Source: an optimization exercise on an open RTL-to-GDS flow (aim: small area, a short achievable clock period and few clock cycles per item). Production flows keep margins and buffers that such runs may drop. Only simulation tests tie the RTL to the original design; equivalence was not proved. Power figures rest on the tool's default switching activity, not on a simulated workload.

[flow/constraint.sdc]
create_clock -name core_clock -period 6.0 [get_ports {clk}]
set_input_delay 1.2000 -clock core_clock [delete_from_list [all_inputs] [get_ports {clk}]]
set_output_delay 1.2000 -clock core_clock [all_outputs]
set_load 0.01 [all_outputs]
[flow/design.v]
package sle_pkg;
	localparam int CAPACITY = 16;
	localparam int VAL_W    = 32;
	localparam logic [1:0] REQ_INS  = 2'd0;
	localparam logic [1:0] REQ_DEL  = 2'd1;
	localparam logic [1:0] REQ_DUMP = 2'd2;
	localparam logic [1:0] ST_OK       = 2'd0;
	localparam logic [1:0] ST_FULL     = 2'd1;
	localparam logic [1:0] ST_NOTFOUND = 2'd2;
	localparam logic [1:0] ST_EMPTY    = 2'd3;
endpackage
module sle_cmp (
	input  logic [31:0] a,
	input  logic [31:0] b,
	output logic        gt,
	output logic        eq
);
	logic [31:0] x, y, g0, e0;
	assign x = {~a[31], a[30:0]};
	assign y = {~b[31], b[30:0]};
	assign g0 = x & ~y;
	assign e0 = ~(x ^ y);
	logic [7:0] gg, ge;
	for (genvar k = 0; k < 8; k++) begin : g_grp
		assign ge[k] = &e0[4*k+3:4*k];
		assign gg[k] = g0[4*k+3] | e0[4*k+3] & (g0[4*k+2] | e0[4*k+2] & (g0[4*k+1] | e0[4*k+1] & g0[4*k]));
	end
	logic [1:0] hg, he;
	for (genvar k = 0; k < 2; k++) begin : g_h
		assign he[k] = &ge[4*k+3:4*k];
		assign hg[k] = gg[4*k+3] | ge[4*k+3] & (gg[4*k+2] | ge[4*k+2] & (gg[4*k+1] | ge[4*k+1] & gg[4*k]));
	end
	assign gt = hg[1] | he[1] & hg[0];
	assign eq = he[1] & he[0];
endmodule
module sle_mux3 (
	input  logic [31:0] lft,
	input  logic [31:0] kin,
	input  logic [31:0] rgt,
	input  logic        sl,
	input  logic        sk,
	input  logic        sr,
	output logic [31:0] d
);
	assign d = ~((lft & {32{sl}}) | (kin & {32{sk}}) | (rgt & {32{sr}}));
endmodule
module sle_chain (
	input  logic do_ins,
	input  logic do_del,
	input  logic do_rot,
	input  logic found,
	input  logic big,
	input  logic big_prev,
	input  logic eq,
	input  logic held,
	input  logic held_next,
	output logic en,
	output logic sl,
	output logic sk,
	output logic sr
);
	assign en = (do_ins & big) | (do_del & found & (big | eq)) | (do_rot & held);
	assign sl = do_ins & big_prev;
	assign sk = (do_ins & ~big_prev) | (do_rot & ~held_next);
	assign sr = do_del | (do_rot & held_next);
endmodule
module sorted_list_engine_core (
	input  logic               clk,
	input  logic               arst_n,
	input  logic               start,
	output logic               busy,
	input  logic [1:0]         req_type,
	input  logic signed [31:0] value,
	output logic               valid,
	output logic signed [31:0] item,
	output logic [4:0]         count,
	output logic [1:0]         status,
	output logic               last
);
	localparam int N = sle_pkg::CAPACITY;
	logic        rv1_q;
	logic [1:0]  rt1_q;
	logic [31:0] k1_q;
	logic        rv2_q;
	logic [1:0]  rt2_q;
	logic [31:0] k2_q;
	logic [N-1:0] cgt_q, ceq_q, chit_q;
	logic         ckgt_q, ckeq_q;
	logic [N-1:0] mv_en_q;
	logic         mv_ins_q, mv_del_q, mv_rot_q;
	logic [31:0] st [N];
	logic [4:0]  cnt_q, cnt_d;
	logic [N-1:0] hq_q, hq_d;
	logic        dm_q, dm_d;
	logic [3:0]  idx_q, idx_d;
	logic        more_d;
	logic        busy_q, busy_d;
	logic        take;
	logic        is_ins, is_del, is_dump;
	logic        full, found;
	logic        do_ins, do_del, do_rot;
	logic [N-1:0] gt1, eq1;
	logic         gtk1, eqk1;
	logic [N-1:0] gt, eq, held, lastc, big, en, gone;
	logic [31:0]  kbus, nkbus, nk1;
	logic        res_v;
	logic [31:0] res_item;
	logic [1:0]  res_status;
	logic        res_last;
	logic        valid_q;
	logic [31:0] item_q;
	logic [4:0]  count_q;
	logic [1:0]  status_q;
	logic        last_q;
	assign is_ins  = rv2_q & (rt2_q == sle_pkg::REQ_INS);
	assign is_del  = rv2_q & (rt2_q == sle_pkg::REQ_DEL);
	assign is_dump = rv2_q & (rt2_q == sle_pkg::REQ_DUMP);
	assign full    = hq_q[N-1];
	assign do_ins  = is_ins & ~full;
	assign do_del  = is_del;
	assign do_rot  = dm_q | (is_dump & hq_q[0]);
	assign busy_d = (take & (req_type == sle_pkg::REQ_DUMP))
	              | (rv1_q & (rt1_q == sle_pkg::REQ_DUMP) & hq_d[2])
	              | more_d;
	assign busy = busy_q;
	assign take = start & ~busy_q;
	assign nk1 = ~k1_q;
	for (genvar i = 0; i < N; i++) begin : g_cmp
		if (i % 2 == 0) begin : g_even
			sle_cmp u_cmp (.a(st[i]), .b(k1_q), .gt(gt1[i]), .eq(eq1[i]));
		end else begin : g_odd
			sle_cmp u_cmp (.a(nk1), .b(st[i]), .gt(gt1[i]), .eq(eq1[i]));
		end
	end
	sle_cmp u_cmpk (.a(k2_q), .b(k1_q), .gt(gtk1), .eq(eqk1));
	for (genvar i = 0; i < N; i++) begin : g_fix
		logic from_left_en, gl, el, gr, er;
		if (i == 0) begin : g_first
			assign from_left_en = 1'b0;
			assign gl = 1'b0;
			assign el = 1'b0;
		end else begin : g_inner
			assign from_left_en = mv_en_q[i-1];
			assign gl = cgt_q[i-1];
			assign el = ceq_q[i-1];
		end
		if (i == N - 1) begin : g_last
			assign gr = cgt_q[i];
			assign er = ceq_q[i];
		end else begin : g_mid
			assign gr = cgt_q[i+1];
			assign er = ceq_q[i+1];
		end
		assign held[i]  = hq_q[i];
		assign lastc[i] = held[i] & ~((i == N - 1) ? 1'b0 : hq_q[i+1]);
		always_comb begin
			if (!mv_en_q[i]) begin
				gt[i] = cgt_q[i];
				eq[i] = ceq_q[i];
			end else if (mv_ins_q) begin
				gt[i] = from_left_en ? gl : ckgt_q;
				eq[i] = from_left_en ? el : ckeq_q;
			end else if (mv_rot_q && lastc[i]) begin
				gt[i] = cgt_q[0];
				eq[i] = ceq_q[0];
			end else begin
				gt[i] = gr;
				eq[i] = er;
			end
		end
		assign big[i] = ~held[i] | gt[i];
		assign gone[i] = mv_del_q & mv_en_q[i] & ~from_left_en;
	end
	assign found = |(chit_q & ~gone) | (mv_ins_q & ckeq_q);
	for (genvar i = 0; i < N; i++) begin : g_cell
		logic        sl, sk, sr;
		logic [31:0] lft, rgt, d;
		logic        big_prev, held_next;
		if (i == 0) begin : g_first
			assign big_prev = 1'b0;
			assign lft      = '0;
		end else begin : g_inner
			assign big_prev = big[i-1];
			assign lft      = st[i-1];
		end
		if (i == N - 1) begin : g_last
			assign held_next = 1'b0;
			assign rgt       = '0;
		end else begin : g_mid
			assign held_next = held[i+1];
			assign rgt       = st[i+1];
		end
		sle_chain u_sel (
			.do_ins   (do_ins),
			.do_del   (do_del),
			.do_rot   (do_rot),
			.found    (found),
			.big      (big[i]),
			.big_prev (big_prev),
			.eq       (eq[i]),
			.held     (held[i]),
			.held_next(held_next),
			.en       (en[i]),
			.sl       (sl),
			.sk       (sk),
			.sr       (sr)
		);
		sle_mux3 u_mux (
			.lft(lft),
			.kin((i % 2 == 0) ? nkbus : kbus),
			.rgt(rgt),
			.sl (sl),
			.sk (sk),
			.sr (sr),
			.d  (d)
		);
		always_ff @(posedge clk)
			if (en[i])
				st[i] <= d;
	end
	assign kbus  = do_rot ? st[0] : k2_q;
	assign nkbus = ~kbus;
	always_comb begin
		cnt_d      = cnt_q;
		hq_d       = hq_q;
		dm_d       = dm_q;
		idx_d      = idx_q;
		more_d     = 1'b0;
		res_v      = 1'b0;
		res_item   = k2_q;
		res_status = sle_pkg::ST_OK;
		res_last   = 1'b1;
		if (dm_q) begin
			res_v    = 1'b1;
			res_item = st[0];
			res_last = (5'(idx_q) + 5'd1) == cnt_q;
			if (res_last) begin
				dm_d  = 1'b0;
				idx_d = '0;
			end else begin
				idx_d  = idx_q + 4'd1;
				more_d = (5'(idx_q) + 5'd3) < cnt_q;
			end
		end else if (is_ins) begin
			res_v = 1'b1;
			if (full)
				res_status = sle_pkg::ST_FULL;
			else begin
				cnt_d = cnt_q + 5'd1;
				hq_d  = {hq_q[N-2:0], 1'b1};
			end
		end else if (is_del) begin
			res_v = 1'b1;
			if (found) begin
				cnt_d = cnt_q - 5'd1;
				hq_d  = {1'b0, hq_q[N-1:1]};
			end else
				res_status = sle_pkg::ST_NOTFOUND;
		end else if (is_dump) begin
			res_v = 1'b1;
			if (cnt_q == 5'd0) begin
				res_item   = '0;
				res_status = sle_pkg::ST_EMPTY;
			end else begin
				res_item = st[0];
				res_last = (cnt_q == 5'd1);
				if (cnt_q != 5'd1) begin
					dm_d   = 1'b1;
					idx_d  = 4'd1;
					more_d = (cnt_q > 5'd3);
				end
			end
		end
	end
	always_ff @(posedge clk or negedge arst_n) begin
		if (!arst_n) begin
			rv1_q   <= 1'b0;
			rv2_q   <= 1'b0;
			cnt_q   <= '0;
			hq_q    <= '0;
			dm_q    <= 1'b0;
			idx_q   <= '0;
			busy_q  <= 1'b0;
			valid_q <= 1'b0;
		end else begin
			rv1_q   <= take;
			rv2_q   <= rv1_q;
			cnt_q   <= cnt_d;
			hq_q    <= hq_d;
			dm_q    <= dm_d;
			idx_q   <= idx_d;
			busy_q  <= busy_d;
			valid_q <= res_v;
		end
	end
	always_ff @(posedge clk) begin
		rt1_q    <= req_type;
		k1_q     <= value;
		rt2_q    <= rt1_q;
		k2_q     <= k1_q;
		cgt_q    <= gt1;
		ceq_q    <= eq1;
		chit_q   <= eq1 & hq_q;
		ckgt_q   <= gtk1;
		ckeq_q   <= eqk1;
		mv_en_q  <= en;
		mv_ins_q <= do_ins;
		mv_del_q <= do_del;
		mv_rot_q <= do_rot;
		item_q   <= res_item;
		count_q  <= cnt_d;
		status_q <= res_status;
		last_q   <= res_last;
	end
	assign valid  = valid_q;
	assign item   = item_q;
	assign count  = count_q;
	assign status = status_q;
	assign last   = last_q;
endmodule
[flow/config.mk]
export PLATFORM = sky130hd
export DESIGN_NAME = sorted_list_engine_core
export DESIGN_NICKNAME = sorted_list_engine_core
export VERILOG_FILES = /design/flow/design.v
export SDC_FILE = /design/flow/constraint.sdc
export NUM_CORES = 4
export LEC_CHECK = 0
export CAP_MARGIN = 20
export CORE_MARGIN = 2
export CORE_UTILIZATION = 40
export SETUP_SLACK_MARGIN = 3.5
export SLEW_MARGIN = 20
[flow/run.sh]
#!/bin/bash
# synth_recipe.tcl (not shown) runs the flow's synth.tcl, then flattens the netlist and writes it again
# the make line also repeats each setting of config.mk as NAME=value (left out here)
make -C /OpenROAD-flow-scripts/flow DESIGN_CONFIG=/design/flow/config.mk WORK_HOME=/design/flow/orfs CLKGATE_MAP_FILE= SYNTH_SCRIPT=/design/flow/synth_recipe.tcl finish
==> results of run 1 <==
## worst paths after layout
kind,from,end,slack [ns],depth (start not counted)
max,mv_del_q,st[0][24],3.24,9
min,k1_q[6],k2_q[6],0.35,0
max reg2reg,mv_del_q,st[0][24],3.24,9
min reg2reg,k1_q[6],k2_q[6],0.35,0
max in group asynchronous,arst_n,hq_q[14],4.64,2
min in group asynchronous,arst_n,idx_q[1],0.97,2
## kinds of logic (layout without fill, tap and decap cells)
kind of cell,Yosys count,after routing,synth area share
compound gates,1206,1232,0.2262
xor+xnor,10,10,0.002052
fa+ha+maj,555,555,0.1627
buf+inv,573,768,0.05428
flops,719,719,0.4607
mux,71,71,0.01908
simple gates,598,598,0.07508
## cells in the final DEF (no fill, tap or decap), types with 36 or more instances in the layout
cell,count
ha_1,551
edfxtp_1,512
a222oi_1,449
inv_1,331
a21o_1,236
a21oi_1,154
dfxtp_1,150
nand4_1,133
nand2_1,132
buf_4,102
clkbuf_16,98
nor2_1,86
o21ai_0,68
a22oi_1,67
buf_12,51
dlygate4sd2_1,37
clkdlybuf4s50_1,36
## flip-flops by register name (all words and copies together) (netlist names), 2 cells and up
signal / cells
chit_q: 16
cgt_q: 16
st: 512
idx_q: 4
ceq_q: 16
rt1_q: 2
k2_q: 32
mv_en_q: 16
rt2_q: 2
item_q: 32
count_q: 5
cnt_q: 5
hq_q: 16
k1_q: 32
status_q: 2
## synthesized netlist by cell type, types with 19 or more instances
cell type | n | area (sq um)
ha_1 | 555 | 6944
a22oi_1 | 68 | 510.5
mux2i_1 | 26 | 260.3
clkbuf_1 | 139 | 521.8
o22ai_1 | 41 | 256.5
dfxtp_1 | 177 | 3543
dfrtp_1 | 30 | 750.7
inv_1 | 338 | 1269
a222oi_1 | 449 | 4494
and2_1 | 30 | 187.7
nand3b_1 | 23 | 172.7
a21o_1 | 237 | 1779
nand4_1 | 133 | 832.1
a21oi_1 | 156 | 780.8
nor4_1 | 23 | 143.9
a22o_1 | 32 | 280.3
mux2i_2 | 19 | 261.5
edfxtp_1 | 512 | 15370
buf_2 | 79 | 395.4
a211oi_1 | 29 | 217.7
o21ai_0 | 91 | 455.4
nor2b_1 | 30 | 187.7
nor2_1 | 88 | 330.3
mux2_2 | 26 | 292.8
nand2_1 | 181 | 679.4
## power by group through the flow
stage                     clock (mW)  combinational (mW)  sequential, mW
after floorplan                    0                4.84            7.45
after global placement             0                6.68            7.88
after detailed placement           0                6.86            7.89
after CTS                       5.01                7.65            7.80
after global routing            5.18                8.78            7.92
final                           4.95                8.16            7.83
## per-stage QoR
step	setup slack [ns]	area, sq um	hold WS, ns	utilization
after detailed placement	1.901	45150	0.3395	0.4277
final	3.235	51250	0.3456	0.4855
after CTS	3.374	50180	0.3457	0.4753
after global placement	1.914	45080	0.3372	0.4270
after floorplan	3.496	42910	0.3224	-
after global routing	3.236	51250	0.3559	0.4855
## layer usage
| layer | share of wire | up-vias | track usage |
|---|---|---|---|
| met3 | 0.10 | 276 | 0.02976 |
| met2 | 0.46 | 1981 | 0.4181 |
| met5 | 0.000088 | - | 0 |
| li1 | - | 15660 | - |
| met4 | 0.043 | 2 | 0.1043 |
| met1 | 0.40 | 17370 | 0.3496 |
## critical path, stage by stage, from the launching register on
cell and delay, ns:
dfxtp_4 0.36, buf_12 0.14, and4bb_1 0.20, nor3_1 0.07, or4_4 0.60, o21ai_4 0.27
buf_12 0.20, buf_12 0.13, o21bai_4 0.15, a22o_4 0.34
## layout make-up
cell class	instances	area [sq um]	area share
Tap cell	1391	1740	0.03396
Multi-Input combinational cell	2466	22520	0.4394
Sequential cell	719	19720	0.3849
Clock buffer	124	2449	0.04778
Clock inverter	24	162.7	0.003174
Inverter	340	1329	0.02593
Timing Repair inverter	3	28.78	0.0005615
Timing Repair Buffer	277	3297	0.06433
## what timing repair did
item                       in CTS  in global routing
setup endpoints to repair    1158               1033
gates cloned                   32                 12
pin swaps                      42                 24
hold endpoints to repair        0                  0
resized for setup             283                113
setup buffers                  71                 32
==> reports/metrics.yaml, run 1 <==
layout-drive-gt1-share: 0.1599
diodes: 0
die_h_um: 330.7
fmax_mhz: 361.7
grt_pass1_wl_mm: 213.8
vias_per_cell: 6.604
first_pass_iters: 14
p_seq_frac: 0.374
synth_nets: 4324
drc: 0
power.leakage_nw: 21.02
track_usage: 0.2574
maxCapViolCount: 0
antenna_found_initial: 1
io_pins: 79
grt_max_degree: 40
htree_levels: 3
synth_area_sq_um: 42690
synth-seq-cells: 719
wire_per_inst_um: 27.62
timing.final.hold_violations: 0
crit_arrival_ns: 3.14
clk_latency_ns: 0.66
period_share: 0.4608
p_clk_frac: 0.236
instances_no_fill: 5344
layout.nets: 4478
clock_skew_ns: 0.03449
grt_setup_unrepaired: "yes"
period_needed_ns: 2.765
dieArea_sq_um: 109400
total_power_mw: 20.94
critical_path_class: "reg2reg"
ys_types: 80
synth-edff-count: 512
synth_cells: 3732
ys.flop_type: "edfxtp_1"
cts_inserted_buffers: 79
start_kind: "flop"
core_area_sq_um: 105600
ir_worst_vdd_v: 0.0002381
cp.required_ns: 6.37
yosysSeqAreaShare: 0.4607
die_w_um: 330.7
ctsHoldBuffers: 0
fp-row-count: 119
p_per_area_nw_per_um2: 408.7
clk_pin_slew_ns: 0.06
swShare: 0.3760
slew_viol_final: 0
io_buffers: 78
place_congestion: 0.8891
synthArstFlopShare: 0.04172
comb_power_share: 0.390
worst_pin_slew_ns: 0.7908
min_path_type: "reg2reg"
placedCellCount: 5049
grt_overflow: 0
setup_violations: 0
routed_wl_mm: 147.6
end_kind: "flop"
cp_max_fo: 9
dpl.hpwl_mm: 105.3
start_util: 0.4044
cts_tree: "built"
syn2layout_area_growth_pct: 20.04
avgSynthCellArea_sq_um: 11.44
grt_pass1_vias: 33660
cts_buffer_depth: 3
timing.slew.headroom: 0.4721
synth_warnings: 3
status: "no timing/DRC/antenna violations"
switching_power_mw: 7.874
fin_tns_setup_ns: 0
cts-root-buf: "clkbuf_16"
cell_internal_pwr_mw: 13.07
drt_iter0_drc: 6034
via_count: 35290
cts_sinks: 719
ant_nets: 0
fillers: 9291
Testbench counts, summed over its fixed seeds: cycles 7,103, requests 3,200.
==> inputs of run 2 (changes only) <==
--- a/flow/design.v
+++ b/flow/design.v
@@ -81,8 +81,9 @@
 	logic        rv1_q;
 	logic [1:0]  rt1_q;
 	logic [31:0] k1_q;
-	logic        rv2_q;
-	logic [1:0]  rt2_q;
+	logic        ins2_q, del2_q, dump2_q;
+	logic        do_ins_q, do_rot_q;
+	logic        do_ins_d, do_rot_d;
 	logic [31:0] k2_q;
 	logic [N-1:0] cgt_q, ceq_q, chit_q;
 	logic         ckgt_q, ckeq_q;
@@ -102,34 +103,36 @@
 	logic [N-1:0] gt1, eq1;
 	logic         gtk1, eqk1;
 	logic [N-1:0] gt, eq, held, lastc, big, en, gone;
-	logic [31:0]  kbus, nkbus, nk1;
+	logic [31:0]  kbus, nkbus;
 	logic        res_v;
 	logic [31:0] res_item;
 	logic [1:0]  res_status;
 	logic        res_last;
 	logic        valid_q;
 	logic [31:0] item_q;
-	logic [4:0]  count_q;
 	logic [1:0]  status_q;
 	logic        last_q;
-	assign is_ins  = rv2_q & (rt2_q == sle_pkg::REQ_INS);
-	assign is_del  = rv2_q & (rt2_q == sle_pkg::REQ_DEL);
-	assign is_dump = rv2_q & (rt2_q == sle_pkg::REQ_DUMP);
+	assign is_ins  = ins2_q;
+	assign is_del  = del2_q;
+	assign is_dump = dump2_q;
 	assign full    = hq_q[N-1];
-	assign do_ins  = is_ins & ~full;
+	assign do_ins  = do_ins_q;
 	assign do_del  = is_del;
-	assign do_rot  = dm_q | (is_dump & hq_q[0]);
+	assign do_rot  = do_rot_q;
+	assign do_ins_d = rv1_q & (rt1_q == sle_pkg::REQ_INS) & ~hq_d[N-1];
+	assign do_rot_d = dm_d | (rv1_q & (rt1_q == sle_pkg::REQ_DUMP) & hq_d[0]);
 	assign busy_d = (take & (req_type == sle_pkg::REQ_DUMP))
 	              | (rv1_q & (rt1_q == sle_pkg::REQ_DUMP) & hq_d[2])
 	              | more_d;
 	assign busy = busy_q;
 	assign take = start & ~busy_q;
-	assign nk1 = ~k1_q;
 	for (genvar i = 0; i < N; i++) begin : g_cmp
 		if (i % 2 == 0) begin : g_even
 			sle_cmp u_cmp (.a(st[i]), .b(k1_q), .gt(gt1[i]), .eq(eq1[i]));
 		end else begin : g_odd
-			sle_cmp u_cmp (.a(nk1), .b(st[i]), .gt(gt1[i]), .eq(eq1[i]));
+			logic kgt;
+			sle_cmp u_cmp (.a(k1_q), .b(~st[i]), .gt(kgt), .eq(eq1[i]));
+			assign gt1[i] = ~(kgt | eq1[i]);
 		end
 	end
 	sle_cmp u_cmpk (.a(k2_q), .b(k1_q), .gt(gtk1), .eq(eqk1));
@@ -275,7 +278,11 @@
 	always_ff @(posedge clk or negedge arst_n) begin
 		if (!arst_n) begin
 			rv1_q   <= 1'b0;
-			rv2_q   <= 1'b0;
+			ins2_q  <= 1'b0;
+			del2_q  <= 1'b0;
+			dump2_q <= 1'b0;
+			do_ins_q <= 1'b0;
+			do_rot_q <= 1'b0;
 			cnt_q   <= '0;
 			hq_q    <= '0;
 			dm_q    <= 1'b0;
@@ -284,7 +291,11 @@
 			valid_q <= 1'b0;
 		end else begin
 			rv1_q   <= take;
-			rv2_q   <= rv1_q;
+			ins2_q  <= rv1_q & (rt1_q == sle_pkg::REQ_INS);
+			del2_q  <= rv1_q & (rt1_q == sle_pkg::REQ_DEL);
+			dump2_q <= rv1_q & (rt1_q == sle_pkg::REQ_DUMP);
+			do_ins_q <= do_ins_d;
+			do_rot_q <= do_rot_d;
 			cnt_q   <= cnt_d;
 			hq_q    <= hq_d;
 			dm_q    <= dm_d;
@@ -296,7 +307,6 @@
 	always_ff @(posedge clk) begin
 		rt1_q    <= req_type;
 		k1_q     <= value;
-		rt2_q    <= rt1_q;
 		k2_q     <= k1_q;
 		cgt_q    <= gt1;
 		ceq_q    <= eq1;
@@ -308,13 +318,12 @@
 		mv_del_q <= do_del;
 		mv_rot_q <= do_rot;
 		item_q   <= res_item;
-		count_q  <= cnt_d;
 		status_q <= res_status;
 		last_q   <= res_last;
 	end
 	assign valid  = valid_q;
 	assign item   = item_q;
-	assign count  = count_q;
+	assign count  = cnt_q;
 	assign status = status_q;
 	assign last   = last_q;
 endmodule
==> reports/metrics.yaml, run 2 <==
min_path_type: "reg2reg"
top_register: "st"
grt_max_degree: 41
grt.busiest_layer: "met2"
layout_setup_ws_ns: 3.330
synth_area_leaders: "edfxtp_1 37%, ha_1 17%, a222oi_1 11%"
cts_sinks: 716
yosysSeqAreaShare: 0.4716
fmax_mhz: 374.5
synth-edff-count: 512
io_pins: 79
dieArea_sq_um: 106600
synth_area_sq_um: 41620
synth_warnings: 3
power.leakage_nw: 19.87
ant_nets: 0
ys.flop_type: "edfxtp_1"
via_count: 37370
layout_common_cells: "548 x ha_1, 512 x edfxtp_1, 449 x a222oi_1"
grt_overflow: 0
cp.required_ns: 6.36
die_w_um: 326.6
cts_tree: "built"
wire_per_inst_um: 37.08
reg2regPathDepth: 4
layout-drive-gt1-share: 0.2268
p_per_area_nw_per_um2: 411.8
dpl.hpwl_mm: 120.9
first_pass_iters: 12
yosysTopAreaCell: "edfxtp_1"
yosysMostFrequentCell: "ha_1"
ys_types: 71
largest_reg_flops: 512
period_needed_ns: 2.670
timing.final.hold_violations: 0
cp_cell_sequence: "buf_6 > a21o_2 > buf_4 > a222oi_1"
vias_per_cell: 7.290
clk_latency_ns: 0.68
grt_util_met1: 0.4294
slowest_stage: "dfrtp_4"
syn2layout_area_growth_pct: 23.28
setup_violations: 0
r2r_slack_ns: 3.33
cts_inserted_buffers: 85
hold_end: "k2_q[29]"
hold-worst-slack_ns: 0.4003
htree_levels: 3
r2r-start: "do_rot_q"
critical_path_class: "reg2reg"
synthArstFlopShare: 0.04749
track_usage: 0.3357
grt_setup_unrepaired: "yes"
place_congestion: 1.019
timing.slew.headroom: 0.1632
start_util: 0.4027
cts-root-buf: "clkbuf_16"
crit_arrival_ns: 3.03
maxCapViolCount: 0
synth-seq-cells: 716
clk_pin_slew_ns: 0.06
start_kind: "flop"
place_ws_ns: 2.224
io_buffers: 78
use_met3: 0.1081
ir_worst_vdd_v: 0.0002689
antenna_found_initial: 8
synth_nets: 3985
synth_commonest_cells: "554 x ha_1, 512 x edfxtp_1, 449 x a222oi_1, 260 x a21o_1, 177 x a21oi_1"
ctsHoldBuffers: 0
grtUsageMet2: 0.5002
grt_pass1_wl_mm: 259.0
worst_pin_slew_ns: 1.220
fin_tns_setup_ns: 0
status: "no timing/DRC/antenna violations"
min-delay-start: "k1_q[29]"
synth_top_area_frac: 0.3694
multi_input_area_sq_um: 22320
r2r_end: "st[6][12]"
layout_commonest_cell: "ha_1"
slew_viol_final: 0
avgSynthCellArea_sq_um: 12.26
cts_buffer_depth: 3
fp-row-count: 118
layout.area.seq_sq_um: 19810
die_h_um: 326.6
max_stage_delay_ns: 0.72
cp_max_fo: 29
core_area_sq_um: 103300
end_kind: "flop"
clock_skew_ns: 0.03177
synth_cells: 3394
drc: 0
grt_pass1_vias: 35100
routed_wl_mm: 190.1
fillers: 9054
hold_path_depth: 0
drt_iter0_drc: 8176
layout.nets: 4259
period_share: 0.4450
## run 2: cell types whose count changed after synthesis, moves of 21 or more
cell / change
a21o_1: +23
a21oi_1: +21
inv_1: -247
mux2_2: +34
mux2i_1: +38
nand2_1: -116
o22ai_1: -26
## run 2: final cells by class
class,instances,share of cell area
antenna,7,0.0003414
clock buffer,123,0.04872
clock inverter,35,0.007364
inverter,93,0.009193
multi-input combinational,2376,0.4350
sequential,716,0.3861
tap,1380,0.03365
timing repair buffer,393,0.07920
timing repair inverter,3,0.0004389
## run 2: what timing repair did
action,in CTS,in global routing
hold endpoints to repair,0,0
gates cloned,11,13
endpoints found under the setup margin,1184,1013
resized for setup,380,147
buffers inserted,148,84
pin swaps,44,65
## run 2: report_power, final
| group | switching, mW | internal (mW) | total, mW |
|---|---|---|---|
| Clock | 2.26 | 3.20 | 5.46 |
| Combinational | 5.12 | 3.11 | 8.22 |
| Sequential | 0.871 | 6.58 | 7.45 |
## run 2: worst max-delay path: cells and delay by family (launching register included)
kind                   cells  cell delay, ns
buffers and inverters      2            0.83
AO/OA/AOI/OAI              2            0.75
flip-flops                 1            0.72
## run 2: cell families (layout without fill, tap and decap cells)
| group | count (synthesis) | after routing | synth area share |
|---|---|---|---|
| AOI/OAI and AO/OA | 1217 | 1223 | 0.2334 |
| xor gates and xnor gates | 11 | 11 | 0.002315 |
| and+or+nand+nor | 454 | 456 | 0.06145 |
| adders and majority gates | 554 | 554 | 0.1666 |
| muxes | 132 | 132 | 0.03451 |
| buffers and inverters | 310 | 647 | 0.03018 |
| DFF | 716 | 716 | 0.4716 |
| other | 0 | 7 | 0 |
## run 2: per-layer routing
layer / vias up / wire, um
met5: - / 174
met4: 8 / 13850
met2: 3255 / 79390
li1: 15150 / -
met3: 712 / 28280
met1: 18250 / 68380
## run 2: worst max-delay path by stage
stage,from,endpoint,slack [ns],depth (start not counted)
2_1_floorplan,mv_en_q[10],st[15][0],3.37,8
5_1_grt,mv_del_q,st[15][18],3.38,10
6_report,do_rot_q,st[6][12],3.33,4
3_5_place_dp,mv_del_q,st[14][16],2.22,7
4_1_cts,k1_q[19],chit_q[6],3.45,8
3_3_place_gp,mv_ins_q,st[14][16],2.29,6
## run 2: through the flow
step                      instance area, sq um  total power, mW  utilization  cells
after global routing                     51290            21.63       0.4963   5120
after detailed placement                 44340            14.30       0.4290   4705
after global placement                   44310            14.19       0.4287   4704
after CTS                                49710            20.13       0.4810   5022
after floorplan                          41780            11.26            -   3394
final                                    51310            21.13       0.4965   5126
Testbench counts of run 2, summed over its fixed seeds: cycles 7,103, requests 3,200.
==> inputs of run 3 (changes only) <==
--- a/flow/config.mk
+++ b/flow/config.mk
@@ -8,5 +8,5 @@
 export CAP_MARGIN = 20
 export CORE_MARGIN = 2
 export CORE_UTILIZATION = 40
-export SETUP_SLACK_MARGIN = 3.5
+export SETUP_SLACK_MARGIN = 3.4
 export SLEW_MARGIN = 20
==> reports/metrics.yaml, run 3 <==
status: "no timing/DRC/antenna violations"
timing.slew.headroom: 0.2373
synth_cells: 3394
use_met3: 0.1270
cts_tree: "built"
p_seq_frac: 0.360
ant_nets: 0
grt_overflow: 0
period_needed_ns: 2.706
synth-seq-cells: 716
slowest_stage: "o211ai_1"
grt.busiest_layer: "met2"
r2r_slack_ns: 3.29
clk_latency_ns: 0.69
timing.final.hold_violations: 0
antenna_found_initial: 4
syn2layout_area_growth_pct: 21.58
cp_max_fo: 10
critical_path_class: "reg2reg"
cts_inserted_buffers: 83
grtUsageMet2: 0.4730
drc: 0
ys.flop_type: "edfxtp_1"
synth_nets: 3985
crit_arrival_ns: 3.26
swShare: 0.3920
die_w_um: 326.6
wire_per_inst_um: 36.84
ir_worst_vdd_v: 0.0002632
yosysSeqAreaShare: 0.4716
grt_max_degree: 44
avgSynthCellArea_sq_um: 12.26
final_util: 0.4896
synthArstFlopShare: 0.04749
io_pins: 79
synth_warnings: 3
layout-drive-gt1-share: 0.2028
r2r-start: "k1_q[9]"
cp.required_ns: 6.56
synth_area_leaders: "edfxtp_1 37%, ha_1 17%, a222oi_1 11%"
clock_skew_ns: 0.04285
first_pass_iters: 14
synth_top_area_frac: 0.3694
fmax_mhz: 369.5
comb_power_share: 0.384
min_path_type: "reg2reg"
vias_per_cell: 7.241
htree_levels: 3
power.leakage_nw: 19.59
drt_iter0_drc: 8421
p_per_area_nw_per_um2: 409.2
routed_wl_mm: 186.7
place_congestion: 1.037
yosysTopAreaCell: "edfxtp_1"
hold_path_depth: 0
r2r_end: "cgt_q[13]"
synth_commonest_cells: "554 x ha_1, 512 x edfxtp_1, 449 x a222oi_1, 260 x a21o_1, 177 x a21oi_1"
cp_common_cell: "a21o_1"
grt_setup_unrepaired: "yes"
end_kind: "flop"
synth_area_sq_um: 41620
ys_types: 71
layout.nets: 4210
grt_util_met1: 0.4334
max_stage_delay_ns: 0.62
min-delay-start: "k1_q[31]"
core_area_sq_um: 103300
top_register: "st"
io_buffers: 78
track_usage: 0.3345
fin_tns_setup_ns: 0
layout_common_cells: "546 x ha_1, 512 x edfxtp_1, 449 x a222oi_1"
setup_violations: 0
cp_cell_sequence: "ha_1 > a21o_1 > a21o_1 > a21oi_1 > nand2_1 > o211ai_1 > nor4bb_4"
synth-edff-count: 512
maxCapViolCount: 0
cts-root-buf: "clkbuf_16"
p_clk_frac: 0.257
grt_pass1_vias: 34950
start_kind: "flop"
worst_pin_slew_ns: 1.112
hold_end: "k2_q[31]"
layout_commonest_cell: "ha_1"
cell_internal_pwr_mw: 12.59
switching_power_mw: 8.117
fp-row-count: 118
slew_viol_final: 0
dpl.hpwl_mm: 122.0
dieArea_sq_um: 106600
grt_pass1_wl_mm: 258.3
reg2regPathDepth: 7
yosysMostFrequentCell: "ha_1"
clk_pin_slew_ns: 0.06
fillers: 9099
largest_reg_flops: 512
die_h_um: 326.6
cts_sinks: 716
cts_buffer_depth: 3
via_count: 36710
start_util: 0.4027
period_share: 0.4510
[run 3: timing repair]
action,4_1_cts,5_1_grt
pin swaps,33,55
gates resized for setup,304,129
endpoints found under the setup margin,1171,777
hold buffers,0,0
gates cloned,7,11
setup buffers,105,74
[run 3: cells by family (layout without fill, tap and decap cells)]
kind of cell,after synthesis,in the layout,share of synthesized area
XOR/XNOR,11,11,0.002315
AO/OA/AOI/OAI,1217,1223,0.2334
AND/OR/NAND/NOR,454,455,0.06145
other,0,1,0
multiplexers,132,132,0.03451
flip-flops,716,716,0.4716
buffers and inverters,310,597,0.03018
adder cells (fa/ha/maj),554,554,0.1666
[run 3: routing by layer]
metal,wire length (um),vias up
met3,29400,634
met4,14090,8
met2,75130,3086
met5,49,-
met1,68070,17990
li1,-,14990
[run 3: metrics by stage]
step / setup WS, ns / hold slack (ns) / std cells / cell area, sq um / total power, mW
2_1_floorplan: 3.370 / 0.3454 / 3394 / 41780 / 11.26
3_3_place_gp: 2.392 / 0.4294 / 4712 / 44370 / 14.26
3_5_place_dp: 2.348 / 0.4459 / 4717 / 44480 / 14.39
4_1_cts: 3.291 / 0.4614 / 4983 / 49170 / 20.06
5_1_grt: 3.291 / 0.4418 / 5068 / 50600 / 21.25
6_report: 3.294 / 0.4431 / 5069 / 50600 / 20.71
[run 3: layout make-up]
type | count | area [sq um] | area share
Tap cell | 1380 | 1727 | 0.03412
Sequential cell | 716 | 19780 | 0.3909
Timing Repair Buffer | 350 | 3636 | 0.07186
Antenna cell | 1 | 2.502 | 0.00004945
Inverter | 93 | 467.9 | 0.009248
Multi-Input combinational cell | 2375 | 22200 | 0.4386
Clock buffer | 114 | 2401 | 0.04745
Clock inverter | 40 | 391.6 | 0.007740
[run 3: power groups by stage]
stage	combinational, mW	sequential, mW	clock [mW]
4_1_cts	7.33	7.40	5.33
3_5_place_dp	6.86	7.53	0
5_1_grt	8.24	7.49	5.52
2_1_floorplan	4.14	7.11	0
6_report	7.94	7.44	5.32
3_3_place_gp	6.72	7.54	0
[run 3: worst max-delay path: cells and delay by family, from the launching register on]
kind                       cells  cell delay (ns)
AOI/OAI and AO/OA              4             1.25
adders and majority gates      1             0.33
DFF                            1             0.57
and+or+nand+nor                2             0.45
[run 3: worst max-delay path by stage]
stage | start | end
after floorplan | mv_en_q[10] | st[15][0]
after global placement | mv_ins_q | st[12][15]
after detailed placement | mv_ins_q | st[12][13]
after CTS | mv_en_q[0] | st[12][13]
after global routing | k1_q[21] | chit_q[6]
final | k1_q[9] | cgt_q[13]
==> inputs of run 4 (changes only) <==
--- a/flow/design.v
+++ b/flow/design.v
@@ -84,6 +84,7 @@
 	logic        ins2_q, del2_q, dump2_q;
 	logic        do_ins_q, do_rot_q;
 	logic        do_ins_d, do_rot_d;
+	logic        ins_h_q, del_h_q, rot_h_q;
 	logic [31:0] k2_q;
 	logic [N-1:0] cgt_q, ceq_q, chit_q;
 	logic         ckgt_q, ckeq_q;
@@ -105,7 +106,7 @@
 	logic [N-1:0] gt, eq, held, lastc, big, en, gone;
 	logic [31:0]  kbus, nkbus;
 	logic        res_v;
-	logic [31:0] res_item;
+	logic        res_zero;
 	logic [1:0]  res_status;
 	logic        res_last;
 	logic        valid_q;
@@ -194,9 +195,9 @@
 			assign rgt       = st[i+1];
 		end
 		sle_chain u_sel (
-			.do_ins   (do_ins),
-			.do_del   (do_del),
-			.do_rot   (do_rot),
+			.do_ins   ((i < 8) ? do_ins : ins_h_q),
+			.do_del   ((i < 8) ? do_del : del_h_q),
+			.do_rot   ((i < 8) ? do_rot : rot_h_q),
 			.found    (found),
 			.big      (big[i]),
 			.big_prev (big_prev),
@@ -230,12 +231,11 @@
 		idx_d      = idx_q;
 		more_d     = 1'b0;
 		res_v      = 1'b0;
-		res_item   = k2_q;
+		res_zero   = 1'b0;
 		res_status = sle_pkg::ST_OK;
 		res_last   = 1'b1;
 		if (dm_q) begin
 			res_v    = 1'b1;
-			res_item = st[0];
 			res_last = (5'(idx_q) + 5'd1) == cnt_q;
 			if (res_last) begin
 				dm_d  = 1'b0;
@@ -262,10 +262,9 @@
 		end else if (is_dump) begin
 			res_v = 1'b1;
 			if (cnt_q == 5'd0) begin
-				res_item   = '0;
+				res_zero   = 1'b1;
 				res_status = sle_pkg::ST_EMPTY;
 			end else begin
-				res_item = st[0];
 				res_last = (cnt_q == 5'd1);
 				if (cnt_q != 5'd1) begin
 					dm_d   = 1'b1;
@@ -283,6 +282,9 @@
 			dump2_q <= 1'b0;
 			do_ins_q <= 1'b0;
 			do_rot_q <= 1'b0;
+			ins_h_q  <= 1'b0;
+			del_h_q  <= 1'b0;
+			rot_h_q  <= 1'b0;
 			cnt_q   <= '0;
 			hq_q    <= '0;
 			dm_q    <= 1'b0;
@@ -296,6 +298,9 @@
 			dump2_q <= rv1_q & (rt1_q == sle_pkg::REQ_DUMP);
 			do_ins_q <= do_ins_d;
 			do_rot_q <= do_rot_d;
+			ins_h_q  <= do_ins_d & hq_d[7];
+			del_h_q  <= rv1_q & (rt1_q == sle_pkg::REQ_DEL) & hq_d[8];
+			rot_h_q  <= do_rot_d & hq_d[8];
 			cnt_q   <= cnt_d;
 			hq_q    <= hq_d;
 			dm_q    <= dm_d;
@@ -317,7 +322,7 @@
 		mv_ins_q <= do_ins;
 		mv_del_q <= do_del;
 		mv_rot_q <= do_rot;
-		item_q   <= res_item;
+		item_q   <= kbus & {32{~res_zero}};
 		status_q <= res_status;
 		last_q   <= res_last;
 	end
--- a/flow/config.mk
+++ b/flow/config.mk
@@ -8,5 +8,5 @@
 export CAP_MARGIN = 20
 export CORE_MARGIN = 2
 export CORE_UTILIZATION = 40
-export SETUP_SLACK_MARGIN = 3.4
+export SETUP_SLACK_MARGIN = 3.5
 export SLEW_MARGIN = 20
==> reports/metrics.yaml, run 4 <==
antenna_found_initial: 13
clock_skew_ns: 0.02813
use_met3: 0.1187
vias_per_cell: 7.378
place_congestion: 1.019
p_per_area_nw_per_um2: 351.1
placed_cell_area_sq_um: 44100
cp_max_fo: 17
die_h_um: 325.5
synth_top_area_frac: 0.3719
crit_arrival_ns: 3.20
avgSynthCellArea_sq_um: 12.10
critical_path_class: "reg2reg"
synth_commonest_cells: "555 x ha_1, 512 x edfxtp_1, 449 x a222oi_1, 243 x a21o_1, 190 x clkbuf_1"
largest_reg_flops: 512
swShare: 0.3656
drc: 0
layout-drive-gt1-share: 0.2119
yosysSeqAreaShare: 0.4766
ant_nets: 0
synth-edff-count: 512
multi_input_area_sq_um: 22620
comb_power_share: 0.316
synth-seq-cells: 719
layout_commonest_cell: "ha_1"
grt_max_degree: 38
grt_pass1_vias: 34590
p_clk_frac: 0.301
synthArstFlopShare: 0.05146
clk_latency_ns: 0.67
power.leakage_nw: 20.87
dieArea_sq_um: 105900
period_share: 0.4750
die_w_um: 325.5
placedCellCount: 4721
slew_viol_final: 0
maxCapViolCount: 0
dpl.hpwl_mm: 120.3
cts_tree: "built"
grt_setup_unrepaired: "yes"
yosysTopAreaCell: "edfxtp_1"
grt.busiest_layer: "met2"
first_pass_iters: 13
yosysMostFrequentCell: "ha_1"
io_buffers: 78
syn2layout_area_growth_pct: 23.89
synth_area_sq_um: 41340
hold_path_depth: 0
p_seq_frac: 0.382
grt_overflow: 0
layout.area.seq_sq_um: 19860
instances_no_fill: 5130
core_area_sq_um: 102200
synth_area_leaders: "edfxtp_1 37%, ha_1 17%, a222oi_1 11%"
routed_wl_mm: 199.6
drt_iter0_drc: 9159
top_register: "st"
postLayoutCellArea_sq_um: 51220
layout_common_cells: "547 x ha_1, 512 x edfxtp_1, 449 x a222oi_1"
status: "no timing/DRC/antenna violations"
setup_violations: 0
fillers: 8853
min_path_type: "reg2reg"
start_kind: "flop"
grt_pass1_wl_mm: 262.6
synth_nets: 4009
htree_levels: 3
reg2regPathDepth: 7
cp.required_ns: 6.35
period_needed_ns: 2.850
ys_types: 68
start_util: 0.4046
cell_internal_pwr_mw: 11.41
switching_power_mw: 6.574
cts-root-buf: "clkbuf_16"
place_ws_ns: 2.165
wire_per_inst_um: 38.91
end_kind: "flop"
cts_buffer_depth: 3
fin_tns_setup_ns: 0
grt_util_met1: 0.4454
track_usage: 0.3457
grtUsageMet2: 0.4920
synth_warnings: 3
cts_sinks: 719
timing.final.hold_violations: 0
fmax_mhz: 350.9
layout_setup_ws_ns: 3.150
synth_cells: 3417
fp-row-count: 117
cts_inserted_buffers: 84
ys.flop_type: "edfxtp_1"
io_pins: 79
via_count: 37850
worst_pin_slew_ns: 1.238
ir_worst_vdd_v: 0.0002932
timing.slew.headroom: 0.1512
clk_pin_slew_ns: 0.07
layout.nets: 4281
## run 4: path summary, 6_finish.rpt
kind	slack, ns	endpoint	start
worst min-delay path	0.42	k2_q[9]	k1_q[9]
max in group asynchronous	4.62	hq_q[3]	arst_n
worst min register to register	0.42	k2_q[9]	k1_q[9]
min in group asynchronous	0.67	valid_q	arst_n
worst max register to register	3.15	st[4][0]	mv_en_q[9]
worst max-delay path	3.15	st[4][0]	mv_en_q[9]
## run 4: power by group through the flow
stage / Sequential, mW / Clock [mW] / Combinational (mW)
global placement: 6.95 / 0 / 4.59
CTS: 6.86 / 5.42 / 5.06
finish: 6.87 / 5.42 / 5.69
global route: 6.91 / 5.60 / 5.84
detailed placement: 6.94 / 0 / 4.67
floorplan: 6.57 / 0 / 2.86
## run 4: stage by stage
| step | power (mW) | hold WS, ns | utilization |
|---|---|---|---|
| floorplan | 9.428 | 0.3454 | - |
| global placement | 11.54 | 0.4656 | 0.4309 |
| detailed placement | 11.61 | 0.4669 | 0.4316 |
| CTS | 17.33 | 0.4666 | 0.4829 |
| global route | 18.35 | 0.4280 | 0.5011 |
| finish | 17.98 | 0.4166 | 0.5012 |
## run 4: final cells by class
class	instances	area share
Clock buffer	110	0.04583
Antenna cell	6	0.0002932
Tap cell	1368	0.03342
Timing Repair Buffer	365	0.07319
Sequential cell	719	0.3878
Inverter	92	0.009015
Multi-Input combinational cell	2427	0.4416
Clock inverter	43	0.008819
## run 4: cells by family after synthesis
kind of cell	synth area share
and+or+nand+nor	0.06607
muxes	0.03260
adders and majority gates	0.1680
DFF	0.4766
xor gates and xnor gates	0.002331
AOI/OAI and AO/OA	0.2257
buffers and inverters	0.02869
## run 4: critical path, cell delays in order, from the launching register on
cell      delay [ns]
dfxtp_2         0.39
nor4bb_1        0.32
nor3_1          0.10
or4_4           0.49
o31ai_4         0.38
buf_4           0.19
a21oi_1         0.11
a211o_4         0.49
## run 4: layer usage
layer  up-vias  part of all wire
met5         -           0.00075
met4        13             0.087
met3       826              0.17
met2      3545              0.39
met1     18310              0.35
li1      15160                 -
## run 4: what timing repair did
action,CTS,global route
hold buffers,0,0
resized for setup,390,169
pin swaps,47,72
setup buffers,104,99
gates cloned,24,20
setup endpoints to repair,1164,1048
Testbench counts of run 4, summed over its fixed seeds: cycles 7,103, requests 3,200.
==> inputs of run 5 (changes only) <==
--- a/flow/design.v
+++ b/flow/design.v
@@ -89,7 +89,7 @@
 	logic [N-1:0] cgt_q, ceq_q, chit_q;
 	logic         ckgt_q, ckeq_q;
 	logic [N-1:0] mv_en_q;
-	logic         mv_ins_q, mv_del_q, mv_rot_q;
+	logic         mv_ins_q, mv_rm_q, mv_rot_q;
 	logic [31:0] st [N];
 	logic [4:0]  cnt_q, cnt_d;
 	logic [N-1:0] hq_q, hq_d;
@@ -103,7 +103,8 @@
 	logic        do_ins, do_del, do_rot;
 	logic [N-1:0] gt1, eq1;
 	logic         gtk1, eqk1;
-	logic [N-1:0] gt, eq, held, lastc, big, en, gone;
+	logic [N-1:0] gt, eq, held, lastc, big, en;
+	logic         hit_any, hit_two;
 	logic [31:0]  kbus, nkbus;
 	logic        res_v;
 	logic        res_zero;
@@ -173,9 +174,10 @@
 			end
 		end
 		assign big[i] = ~held[i] | gt[i];
-		assign gone[i] = mv_del_q & mv_en_q[i] & ~from_left_en;
 	end
-	assign found = |(chit_q & ~gone) | (mv_ins_q & ckeq_q);
+	assign hit_any = |chit_q;
+	assign hit_two = |(chit_q[N-2:0] & chit_q[N-1:1]);
+	assign found   = ((mv_rm_q & ckeq_q) ? hit_two : hit_any) | (mv_ins_q & ckeq_q);
 	for (genvar i = 0; i < N; i++) begin : g_cell
 		logic        sl, sk, sr;
 		logic [31:0] lft, rgt, d;
@@ -320,7 +322,7 @@
 		ckeq_q   <= eqk1;
 		mv_en_q  <= en;
 		mv_ins_q <= do_ins;
-		mv_del_q <= do_del;
+		mv_rm_q  <= do_del & found;
 		mv_rot_q <= do_rot;
 		item_q   <= kbus & {32{~res_zero}};
 		status_q <= res_status;
==> reports/metrics.yaml, run 5 <==
status: "no timing/DRC/antenna violations"
place_ws_ns: 1.988
hold-worst-slack_ns: 0.4411
cp.required_ns: 6.50
clk_latency_ns: 0.71
clock_skew_ns: 0.03887
cts-root-buf: "clkbuf_16"
fmax_mhz: 370.1
end_kind: "flop"
comb_power_share: 0.293
cts_tree: "built"
io_buffers: 78
htree_levels: 3
start_kind: "flop"
cell_internal_pwr_mw: 11.11
place_congestion: 0.9870
cts_sinks: 719
fillers: 8784
maxCapViolCount: 0
die_h_um: 326.1
routed_wl_mm: 204.9
synth_top_area_frac: 0.3705
synth_cells: 3415
dpl.hpwl_mm: 119.7
placedCellCount: 4759
critical_path_class: "reg2reg"
total_power_mw: 17.04
ys_types: 79
cts_inserted_buffers: 83
synth-seq-cells: 719
final_util: 0.5065
grt_setup_unrepaired: "yes"
yosysSeqAreaShare: 0.4748
synth_nets: 4007
layout-drive-gt1-share: 0.2306
io_pins: 79
instances_no_fill: 5230
layout_commonest_cell: "ha_1"
synth_area_sq_um: 41500
switching_power_mw: 5.930
worst_pin_slew_ns: 1.241
drc: 0
syn2layout_area_growth_pct: 25.94
grt_pass1_vias: 35710
antenna_found_initial: 19
start_util: 0.4021
core_area_sq_um: 103200
period_share: 0.4503
p_per_area_nw_per_um2: 326.0
crit_arrival_ns: 3.20
fin_tns_setup_ns: 0
grt_max_degree: 49
cp-startpoint: "k1_q[20]"
ir_worst_vdd_v: 0.0002546
fp-row-count: 118
grt_pass1_wl_mm: 270.3
wire_per_inst_um: 39.18
p_seq_frac: 0.376
swShare: 0.3480
layout_common_cells: "545 x ha_1, 512 x edfxtp_1, 448 x a222oi_1"
avgSynthCellArea_sq_um: 12.15
slew_viol_final: 0
top_register: "st"
vias_per_cell: 7.475
ys.flop_type: "edfxtp_1"
synth_commonest_cells: "555 x ha_1, 512 x edfxtp_1, 448 x a222oi_1, 218 x a21o_1, 170 x dfxtp_1"
track_usage: 0.3568
synthArstFlopShare: 0.05146
cts_buffer_depth: 3
min_path_type: "reg2reg"
layout.nets: 4363
first_pass_iters: 15
cp_max_fo: 10
synth-edff-count: 512
p_clk_frac: 0.331
synth_warnings: 3
placed_cell_area_sq_um: 44150
clk_pin_slew_ns: 0.06
postLayoutCellArea_sq_um: 52270
timing.final.hold_violations: 0
synth_area_leaders: "edfxtp_1 37%, ha_1 17%, a222oi_1 11%"
power.leakage_nw: 21.32
ant_nets: 0
dieArea_sq_um: 106300
setup_violations: 0
largest_reg_flops: 512
yosysTopAreaCell: "edfxtp_1"
die_w_um: 326.1
timing.slew.headroom: 0.1674
yosysMostFrequentCell: "ha_1"
layout_setup_ws_ns: 3.298
via_count: 39100
min-delay-start: "busy_q"
drt_iter0_drc: 9053
grt_overflow: 0
period_needed_ns: 2.702
r2r-start: "k1_q[20]"
==> run 5: cells by family (layout without fill, tap and decap cells) <==
group,count (synthesis),in the layout,share of synthesized area
compound gates,1180,1209,0.2276
simple gates,541,550,0.06792
other cells,0,12,0
buf+inv,290,675,0.02979
xor+xnor,11,11,0.002322
mux,119,119,0.03027
fa+ha+maj,555,555,0.1673
flops,719,719,0.4748
==> run 5: path summary, 6_finish.rpt <==
kind	to	slack (ns)	cells past startpoint
setup / recovery	cgt_q[6]	3.30	8
hold / removal	rv1_q	0.44	1
setup reg to reg	cgt_q[6]	3.30	8
hold reg to reg	rv1_q	0.44	1
max in group asynchronous	hq_q[4]	4.72	1
min in group asynchronous	busy_q	0.63	1
==> run 5: what timing repair did <==
action / CTS / global route
pin swaps: 87 / 83
gates resized for setup: 371 / 169
hold buffers: 0 / 0
cloned: 30 / 14
buffers inserted: 144 / 119
setup endpoints to repair: 1160 / 889
==> run 5: cell type report <==
type / instances / area (sq um) / area share
Clock inverter: 51 / 700.7 / 0.01341
Clock buffer: 101 / 2230 / 0.04266
Sequential cell: 719 / 19820 / 0.3792
Tap cell: 1380 / 1727 / 0.03303
Inverter: 97 / 455.4 / 0.008713
Timing Repair Buffer: 426 / 4373 / 0.08366
Antenna cell: 12 / 30.03 / 0.0005745
Multi-Input combinational cell: 2444 / 22930 / 0.4387
==> run 5: power groups by stage <==
stage	registers, mW	clock network [mW]	logic [mW]
2_1_floorplan	6.29	0	2.35
3_3_place_gp	6.53	0	3.77
3_5_place_dp	6.52	0	3.84
4_1_cts	6.37	5.63	4.41
5_1_grt	6.42	5.81	5.11
6_report	6.40	5.65	4.99
==> run 5: worst max-delay path, cell delays in order, from the launching register on <==
cell,delay [ns]
dfxtp_1,0.32
buf_6,0.22
clkinvlp_4,0.28
ha_1,0.37
or3_1,0.36
o21ai_0,0.09
a21oi_1,0.09
a31oi_1,0.52
o221ai_4,0.26
==> run 5: routing by layer <==
metal / track usage / vias up / routed length [um]
met4: 0.2370 / 27 / 18850
met1: 0.4351 / 18860 / 68940
met3: 0.1594 / 1045 / 34820
met2: 0.5054 / 3769 / 81580
met5: 0.008429 / - / 702
li1: - / 15400 / -
Testbench counts of run 5, summed over its fixed seeds: cycles 7,103, requests 3,200.

==> port drivers added, routing unchanged <==
The flow's constraints put no driver on any port. The routed layouts listed below were extracted and timed again, unchanged, in two steps.
Step 1 (the two cells are an assumption about what drives the block):
set clk [get_ports {clk}]
set_driving_cell -lib_cell sky130_fd_sc_hd__clkbuf_16 $clk
set_driving_cell -lib_cell sky130_fd_sc_hd__buf_2 [delete_from_list [all_inputs] $clk]
Step 2 adds t to the input delays and takes it off the output delays; t is the mean of the earliest and latest rising clock arrival at the registers after step 1. Input paths then give back, and output paths get back, about the clock's delay inside the block.
Three values: ideal ports, drivers, drivers and shift; two values: the first two.
run | t, ns | slack for setup (ns) | worst hold slack (ns) | worst register clock-pin slew, ns
run 1 | 0.713 | 3.235 / 3.235 / 3.235 | 0.346 / 0.346 / 0.346 | 0.07 / 0.07
run 2 | 0.740 | 3.330 / 3.330 / 3.274 | 0.400 / 0.400 / 0.400 | 0.07 / 0.07
run 3 | 0.739 | 3.294 / 3.294 / 3.265 | 0.443 / 0.443 / 0.443 | 0.07 / 0.07
run 4 | 0.729 | 3.150 / 3.150 / 3.150 | 0.417 / 0.417 / 0.417 | 0.07 / 0.07
run 5 | 0.760 | 3.298 / 3.298 / 3.298 | 0.441 / 0.441 / 0.441 | 0.07 / 0.07
After both steps every run listed still meets setup and hold. The setup slack of run 2, which loses most, moves by 0.000 ns with the drivers and by -0.056 ns with both steps.
